This is an optimization exercise on Yosys and OpenROAD, whose aim is small area, not a production implementation. The RTL was checked by simulation tests, not by an equivalence proof against the original design. Power is estimated from default activity; no workload was simulated.

### flow/config.mk
export PLATFORM = sky130hd
export DESIGN_NAME = mips_pipe
export DESIGN_NICKNAME = mips_pipe
export VERILOG_FILES = /design/flow/design.v
export SDC_FILE = /design/flow/constraint.sdc
export NUM_CORES = 4
export LEC_CHECK = 0
export CAP_MARGIN = 20
export CORE_MARGIN = 2
export CORE_UTILIZATION = 40
export SLEW_MARGIN = 20
### flow/constraint.sdc
create_clock -name core_clock -period 7.0 [get_ports {clk}]
set_input_delay 1.4000 -clock core_clock [delete_from_list [all_inputs] [get_ports {clk}]]
set_output_delay 1.4000 -clock core_clock [all_outputs]
set_load 0.01 [all_outputs]
### flow/design.v
package mips_pkg;
  typedef union packed {
    struct packed {
      logic [5:0] op;
      logic [4:0] rs;
      logic [4:0] rt;
      logic [4:0] rd;
      logic [4:0] shamt;
      logic [5:0] funct;
    } r_fmt;
    struct packed {
      logic [5:0]  op;
      logic [4:0]  rs;
      logic [4:0]  rt;
      logic [15:0] imm;
    } i_fmt;
    struct packed {
      logic [5:0]  op;
      logic [25:0] target;
    } j_fmt;
  } mips_instr_u;
  typedef enum logic [2:0] {
    ALU_AND = 3'b000,
    ALU_OR  = 3'b001,
    ALU_ADD = 3'b010,
    ALU_SUB = 3'b110,
    ALU_SLT = 3'b111
  } alu_ctrl_e;
endpackage
`timescale 1ns/100ps
module mips_ctrl (
  input  mips_pkg::mips_instr_u instr_d,
  output logic                  memtoreg_d,
  output logic                  memwrite_d,
  output logic                  alusrc_d,
  output logic                  regdst_d,
  output logic                  regwrite_d,
  output logic                  branch_d,
  output logic                  jump_d,
  output logic                  jal_d,
  output logic                  jr_d,
  output mips_pkg::alu_ctrl_e   alucontrol_d
);
  mips_pkg::alu_ctrl_e rtype_alu;
  logic      rtype_ok;
  always_comb begin
    rtype_ok = 1'b1;
    case (instr_d.r_fmt.funct)
      6'b100000: rtype_alu = mips_pkg::ALU_ADD;
      6'b100010: rtype_alu = mips_pkg::ALU_SUB;
      6'b100100: rtype_alu = mips_pkg::ALU_AND;
      6'b100101:  rtype_alu = mips_pkg::ALU_OR;
      6'b101010: rtype_alu = mips_pkg::ALU_SLT;
      default: begin
        rtype_alu = mips_pkg::ALU_ADD;
        rtype_ok  = 1'b0;
      end
    endcase
  end
  always_comb begin
    memtoreg_d   = 1'b0;
    memwrite_d   = 1'b0;
    alusrc_d     = 1'b0;
    regdst_d     = 1'b0;
    regwrite_d   = 1'b0;
    branch_d     = 1'b0;
    jump_d       = 1'b0;
    jal_d        = 1'b0;
    jr_d         = 1'b0;
    alucontrol_d = mips_pkg::ALU_ADD;
    case (instr_d.r_fmt.op)
      6'b000000: begin
        if (rtype_ok) begin
          regwrite_d   = 1'b1;
          regdst_d     = 1'b1;
          alucontrol_d = rtype_alu;
        end else if (instr_d.r_fmt.funct == 6'b001000) begin
          jump_d = 1'b1;
          jr_d   = 1'b1;
        end
      end
      6'b100011: begin
        regwrite_d = 1'b1;
        alusrc_d   = 1'b1;
        memtoreg_d = 1'b1;
      end
      6'b101011: begin
        memwrite_d = 1'b1;
        alusrc_d   = 1'b1;
      end
      6'b001000: begin
        regwrite_d = 1'b1;
        alusrc_d   = 1'b1;
      end
      6'b000100: branch_d = 1'b1;
      6'b000010:   jump_d   = 1'b1;
      6'b000011: begin
        jump_d     = 1'b1;
        jal_d      = 1'b1;
        regwrite_d = 1'b1;
      end
      default: ;
    endcase
  end
endmodule
`timescale 1ns/100ps
module mips_regfile (
  input  logic        clk,
  input  logic        we,
  input  logic [4:0]  ra1,
  input  logic [4:0]  ra2,
  input  logic [4:0]  wa,
  input  logic [31:0] wd,
  output logic [31:0] rd1,
  output logic [31:0] rd2
);
  logic [31:0] rf [32];
  always_ff @(posedge clk) begin
    if (we && wa != 5'd0)
      rf[wa] <= wd;
  end
  assign rd1 = (ra1 == 5'd0)            ? 32'd0 :
               (we && wa == ra1)        ? wd    : rf[ra1];
  assign rd2 = (ra2 == 5'd0)            ? 32'd0 :
               (we && wa == ra2)        ? wd    : rf[ra2];
endmodule
`timescale 1ns/100ps
module mips_alu (
  input  logic [31:0]         a,
  input  logic [31:0]         b,
  input  mips_pkg::alu_ctrl_e f,
  output logic [31:0]         y
);
  always_comb begin
    case (f)
      mips_pkg::ALU_AND: y = a & b;
      mips_pkg::ALU_OR:  y = a | b;
      mips_pkg::ALU_ADD: y = a + b;
      mips_pkg::ALU_SUB: y = a - b;
      mips_pkg::ALU_SLT: y = {31'd0, $signed(a) < $signed(b)};
      default: y = a + b;
    endcase
  end
endmodule
`timescale 1ns/100ps
module mips_datapath (
  input  logic                  clk,
  input  logic                  rst_n,
  input  logic                  memtoreg_d,
  input  logic                  memwrite_d,
  input  logic                  alusrc_d,
  input  logic                  regdst_d,
  input  logic                  regwrite_d,
  input  logic                  branch_d,
  input  logic                  jump_d,
  input  logic                  jal_d,
  input  logic                  jr_d,
  input  mips_pkg::alu_ctrl_e   alucontrol_d,
  output mips_pkg::mips_instr_u instr_d,
  output logic [31:0]           pc_f,
  input  logic [31:0]           instr_f,
  output logic                  memwrite_m,
  output logic [31:0]           aluout_m,
  output logic [31:0]           writedata_m,
  input  logic [31:0]           readdata_m
);
  logic [31:0] pcplus4_f, pcnext_f;
  logic [31:0] pc_d, pcplus4_d, pcbranch_d, pcjump_d;
  logic [31:0] rd1_d, rd2_d, signimm_d;
  logic        pcsrc_d;
  logic        memtoreg_e, memwrite_e, alusrc_e, regdst_e, regwrite_e, jal_e;
  mips_pkg::alu_ctrl_e   alucontrol_e;
  logic [4:0]  rt_e, rd_e, writereg_e;
  logic [31:0] rd1_e, rd2_e, signimm_e, link_e, srcb_e, aluout_e;
  logic        memtoreg_m, regwrite_m, jal_m;
  logic [4:0]  writereg_m;
  logic [31:0] link_m;
  logic        memtoreg_w, regwrite_w, jal_w;
  logic [4:0]  writereg_w;
  logic [31:0] aluout_w, readdata_w, link_w, result_w;
  assign pcplus4_f = pc_f + 32'd4;
  assign pcnext_f = jump_d  ? (jr_d ? rd1_d : pcjump_d) :
                    pcsrc_d ? pcbranch_d : pcplus4_f;
  mips_regfile u_rf (
    .clk (clk),
    .we  (regwrite_w),
    .ra1 (instr_d.r_fmt.rs),
    .ra2 (instr_d.r_fmt.rt),
    .wa  (writereg_w),
    .wd  (result_w),
    .rd1 (rd1_d),
    .rd2 (rd2_d)
  );
  assign pcplus4_d = pc_d + 32'd4;
  assign signimm_d = {{16{instr_d.i_fmt.imm[15]}}, instr_d.i_fmt.imm};
  assign pcbranch_d = pcplus4_d + {signimm_d[29:0], 2'b00};
  assign pcjump_d   = {pcplus4_d[31:28], instr_d.j_fmt.target, 2'b00};
  assign pcsrc_d    = branch_d && (rd1_d == rd2_d);
  assign srcb_e = alusrc_e ? signimm_e : rd2_e;
  mips_alu u_alu (
    .a (rd1_e),
    .b (srcb_e),
    .f (alucontrol_e),
    .y (aluout_e)
  );
  assign writereg_e = jal_e    ? 5'd31 :
                      regdst_e ? rd_e : rt_e;
  assign result_w = jal_w      ? link_w     :
                    memtoreg_w ? readdata_w : aluout_w;
  always_ff @(posedge clk or negedge rst_n) begin
    if (!rst_n) begin
      pc_f         <= 32'h0000_0000;
      instr_d      <= '0;
      memtoreg_e   <= 1'b0;
      memwrite_e   <= 1'b0;
      alusrc_e     <= 1'b0;
      regdst_e     <= 1'b0;
      regwrite_e   <= 1'b0;
      jal_e        <= 1'b0;
      alucontrol_e <= mips_pkg::ALU_ADD;
      memtoreg_m   <= 1'b0;
      memwrite_m   <= 1'b0;
      regwrite_m   <= 1'b0;
      jal_m        <= 1'b0;
      memtoreg_w   <= 1'b0;
      regwrite_w   <= 1'b0;
      jal_w        <= 1'b0;
    end else begin
      pc_f         <= pcnext_f;
      instr_d      <= instr_f;
      memtoreg_e   <= memtoreg_d;
      memwrite_e   <= memwrite_d;
      alusrc_e     <= alusrc_d;
      regdst_e     <= regdst_d;
      regwrite_e   <= regwrite_d;
      jal_e        <= jal_d;
      alucontrol_e <= alucontrol_d;
      memtoreg_m   <= memtoreg_e;
      memwrite_m   <= memwrite_e;
      regwrite_m   <= regwrite_e;
      jal_m        <= jal_e;
      memtoreg_w   <= memtoreg_m;
      regwrite_w   <= regwrite_m;
      jal_w        <= jal_m;
    end
  end
  always_ff @(posedge clk) begin
    pc_d        <= pc_f;
    rd1_e       <= rd1_d;
    rd2_e       <= rd2_d;
    rt_e        <= instr_d.r_fmt.rt;
    rd_e        <= instr_d.r_fmt.rd;
    signimm_e   <= signimm_d;
    link_e      <= pc_d + 32'd8;
    aluout_m    <= aluout_e;
    writedata_m <= rd2_e;
    writereg_m  <= writereg_e;
    link_m      <= link_e;
    aluout_w    <= aluout_m;
    readdata_w  <= readdata_m;
    writereg_w  <= writereg_m;
    link_w      <= link_m;
  end
endmodule
`timescale 1ns/100ps
module mips_pipe (
  input  logic        clk,
  input  logic        rst_n,
  output logic [31:0] pc_f,
  input  logic [31:0] instr_f,
  output logic        memwrite_m,
  output logic [31:0] aluout_m,
  output logic [31:0] writedata_m,
  input  logic [31:0] readdata_m
);
  mips_pkg::mips_instr_u instr_d;
  logic        memtoreg_d, memwrite_d, alusrc_d, regdst_d, regwrite_d;
  logic        branch_d, jump_d, jal_d, jr_d;
  mips_pkg::alu_ctrl_e   alucontrol_d;
  mips_ctrl u_ctrl (
    .instr_d      (instr_d),
    .memtoreg_d   (memtoreg_d),
    .memwrite_d   (memwrite_d),
    .alusrc_d     (alusrc_d),
    .regdst_d     (regdst_d),
    .regwrite_d   (regwrite_d),
    .branch_d     (branch_d),
    .jump_d       (jump_d),
    .jal_d        (jal_d),
    .jr_d         (jr_d),
    .alucontrol_d (alucontrol_d)
  );
  mips_datapath u_dp (
    .clk          (clk),
    .rst_n        (rst_n),
    .memtoreg_d   (memtoreg_d),
    .memwrite_d   (memwrite_d),
    .alusrc_d     (alusrc_d),
    .regdst_d     (regdst_d),
    .regwrite_d   (regwrite_d),
    .branch_d     (branch_d),
    .jump_d       (jump_d),
    .jal_d        (jal_d),
    .jr_d         (jr_d),
    .alucontrol_d (alucontrol_d),
    .instr_d      (instr_d),
    .pc_f         (pc_f),
    .instr_f      (instr_f),
    .memwrite_m   (memwrite_m),
    .aluout_m     (aluout_m),
    .writedata_m  (writedata_m),
    .readdata_m   (readdata_m)
  );
endmodule
### flow/run.sh
#!/bin/bash
# synth_recipe.tcl (not shown) runs the flow's synth.tcl, then flattens the netlist and writes it again
# the make line also repeats each setting of config.mk as NAME=value (left out here)
make -C /OpenROAD-flow-scripts/flow DESIGN_CONFIG=/design/flow/config.mk WORK_HOME=/design/flow/orfs CLKGATE_MAP_FILE= SYNTH_SCRIPT=/design/flow/synth_recipe.tcl finish
==> run summary <==
Clk Latency, worst-skew pair=0.84 ns; Final Critical Period=6.07 ns; first-pass GRT wire length=330 mm; WP buf/inv=1; WL/cell=33.9 um; post-synth top area share=45.6%; clock sinks=1455; TritonCTS Buffers=155; Slew Viols, Final=0; post-synthesis sequential area ratio=59.0%; Clock power frac=34.9%; root buffer cell=clkbuf_16; cells after synthesis=4396; Post-synth EDFFs=1024; CP Capture Type=flip-flop; routed via count=44.0k; RSZ-0062 raised after global routing=false; residual DRC count=0; YS warnings=4; critical path required time=7.72 ns; # Post-CTS Setup Buffers=0; Worst Tran Pin Value=1.25 ns; Power Density=315 nW/um^2; outcome=finished clean; MaxCap Viol Count=0; leakage=26.9 nW; WL final=237 mm; area growth from synthesis to layout=15.5%; top post-synthesis cells by area=edfxtp_1, mux4_2, dfxtp_1; Port Buf Inserts=162; Via-to-Cell Ratio=6.29; synthesized cell area=67400 um^2; Slew Limit Headroom=15.2%; DR iter-0 viols=6530; Core ar.=167000 um^2; Final ANT Viol Nets=0; CP Launch Type=flip-flop; Final Cycle Share=86.8%; Final Hold Fails=0; Worst Skew=0.0482 ns; io pins=163; syn_area_per_cell=15.3 um^2; DIE WIDTH=415 um; Power, Total=24.5 mW; number of H-tree levels=4; Critical Path Fanout Max=34; placed cells=6697; Hold Path Class=reg2reg; Setup CP Type=reg2reg; area post-placement=72500 um^2; worst ir drop on vdd=0.293 mV; Net Sw Frac=29.7%; final setup fails=0; Synth Flop Type=edfxtp_1; final std cells w/o fill=6996; sum of net half-perimeters after detailed placement=154 mm; area leader, netlist=edfxtp_1; fmax=165 MHz; Post-synth ARST share=5.50%; worst hold margin=0.304 ns; # fillers=14.4k; Int Power=17.2 mW; Max Root-Sink Buffers=3; most frequent cell after synthesis=edfxtp_1; clk slew on worst S/H paths=0.06 ns; Seq pwr share=45.8%; CP peak stage delay=1.06 ns; # rows=150; unique cell type count in the Yosys netlist=85; Logic pwr share=19.3%; die height=415 um; antenna violations before repair=12; Final nets=4872; post-synthesis register bit count=1455; Commonest cells post-synth=edfxtp_1, mux4_2, dfxtp_1, nor2_1, mux2i_1; share of cells above drive strength 1=22.1%; post-cts resize count=0; clock tree from TritonCTS=built; Initial Util=40.3%; CP Cell Sequence=xnor2_1, nand4_1, nor2_2, nand2_1, o221ai_1, xor2_1, nor4_1, nand3_1, nor4_2, buf_12, mux2_2, o21ai_1; area of all placed cells without fillers=77900 um^2; largest net degree at the start of global routing=102; full die area=172000 um^2; Switch Pwr=7.29 mW; Hold-fix buffers, CTS=0; global-route usage over all layers=27.1%; Critical Path AT=6.79 ns; drt first pass iters=7; vias in the first global route=42.9k; GP Congestion=0.946; slowest CP cell=dfrtp_1; total gr overflow=0; CP top delay family=simple AND/OR/NAND/NOR gates
## layout by cell type (no fill, tap or decap), types with 30 or more instances in the layout
cell type        instances
ha_1                   153
a22oi_1                 75
dfrtp_1                 69
a211oi_1                34
clkinv_2                30
xor2_1                  69
dfxtp_1                351
clkbuf_16              158
a21oi_1                159
clkdlybuf4s50_1        161
conb_1                  32
edfxtp_1              1024
o21ai_0                 92
nor2b_1                 34
nand4_1                 30
xnor2_1                115
nor2_4                  32
mux2i_1                193
nand2_1                184
a21o_1                  42
buf_4                  154
nand3_1                 93
nor2_1                 181
mux4_2                 520
o22ai_1                 67
inv_1                  135
nor3_1                  50
## routing by layer
layer | track usage, % | wire length [um]
met1 | 34.6 | 88400
met2 | 42.5 | 109000
met4 | 16.0 | 16000
met5 | 0 | 44
met3 | 6.28 | 23300
## final timing paths
| kind | cells past startpoint | start | slack (ns) | to |
|---|---|---|---|---|
| min in group asynchronous | 1 | rst_n | 0.54 | u_dp.memtoreg_w |
| max in group asynchronous | 2 | rst_n | 5.26 | u_dp.instr_d[18] |
| max | 12 | u_dp.instr_d[19] | 0.93 | u_dp.pc_f[26] |
| min | 0 | u_dp.link_e[29] | 0.30 | u_dp.link_m[29] |
| max reg2reg | 12 | u_dp.instr_d[19] | 0.93 | u_dp.pc_f[26] |
| min reg2reg | 0 | u_dp.link_e[29] | 0.30 | u_dp.link_m[29] |
## power groups by stage
stage / logic (mW) / clock network (mW) / registers (mW)
2_1_floorplan: 2.67 / 0 / 11.2
3_3_place_gp: 4.57 / 0 / 11.4
3_5_place_dp: 4.62 / 0 / 11.4
4_1_cts: 4.64 / 8.66 / 11.2
5_1_grt: 5.02 / 8.97 / 11.3
6_report: 4.73 / 8.56 / 11.2
## area by class of cell
| cell class | instances | area [um^2] | share of cell area, % |
|---|---|---|---|
| Inverter | 140 | 526 | 0.674 |
| Tap cell | 2204 | 2760 | 3.54 |
| Multi-Input combinational cell | 2570 | 26400 | 33.9 |
| Timing Repair Buffer | 328 | 3020 | 3.88 |
| Sequential cell | 1455 | 39800 | 51.1 |
| Clock buffer | 189 | 4180 | 5.37 |
| Clock inverter | 97 | 1200 | 1.54 |
| Antenna cell | 13 | 32.5 | 0.0418 |
## state kept, by name, indices dropped and copies added, names as in the netlist, 5 cells and up
signal,count
u_dp.aluout_m,32
u_dp.aluout_w,32
u_dp.instr_d,32
u_dp.link_e,32
u_dp.link_m,32
u_dp.link_w,32
u_dp.pc_d,32
u_dp.pc_f,32
u_dp.rd1_e,32
u_dp.rd2_e,32
u_dp.rd_e,5
u_dp.readdata_w,32
u_dp.rt_e,5
u_dp.signimm_e,11
u_dp.u_rf.rf,1024
u_dp.writedata_m,32
u_dp.writereg_m,5
u_dp.writereg_w,5
## cells by family (layout without fill, tap and decap cells)
logic type      after synthesis  after routing  synth area share (%)
flops                      1455           1455                  59.0
xor+xnor                    184            184                  2.39
buf+inv                     402            754                  2.84
compound gates              748            748                  7.39
mux                         729            729                  20.5
fa+ha+maj                   156            156                  2.93
other cells                   1             45               0.00556
simple gates                721            721                  4.98
## per-stage QoR
step | utilization [%] | setup WS (ns) | setup TNS (ns)
final | 46.5 | 0.927 | 0
after global routing | 46.5 | 1.08 | 0
after CTS | 46.5 | 1.13 | 0
after detailed placement | 43.3 | 1.15 | 0
after global placement | 43.3 | -0.00769 | -0.00769
after floorplan | - | 2.59 | 0

==> what the ideal ports hide <==
The results above use ideal ports. As a check the final layout listed here was re-extracted and re-timed, cells and wires unchanged. Step 1 assumes that a clkbuf_16 drives the clock port and a buf_2 every other input. Step 2 adds t to the input delays and takes it off the output delays; t is the mean of the earliest and latest rising clock arrival at the registers after step 1. Input paths then give back, and output paths get back, about the clock's delay inside the block. Slacks: ideal / step 1 / step 2; pairs: ideal / step 1.
shift t [ns]: 0.905
setup slack, ns: 0.927 / 0.927 / 0.927
pins driven straight from the clock port: 1
After both steps this run still meets setup and hold. The setup slack of this run moves by 0.000 ns with the drivers and by 0.000 ns with both steps.
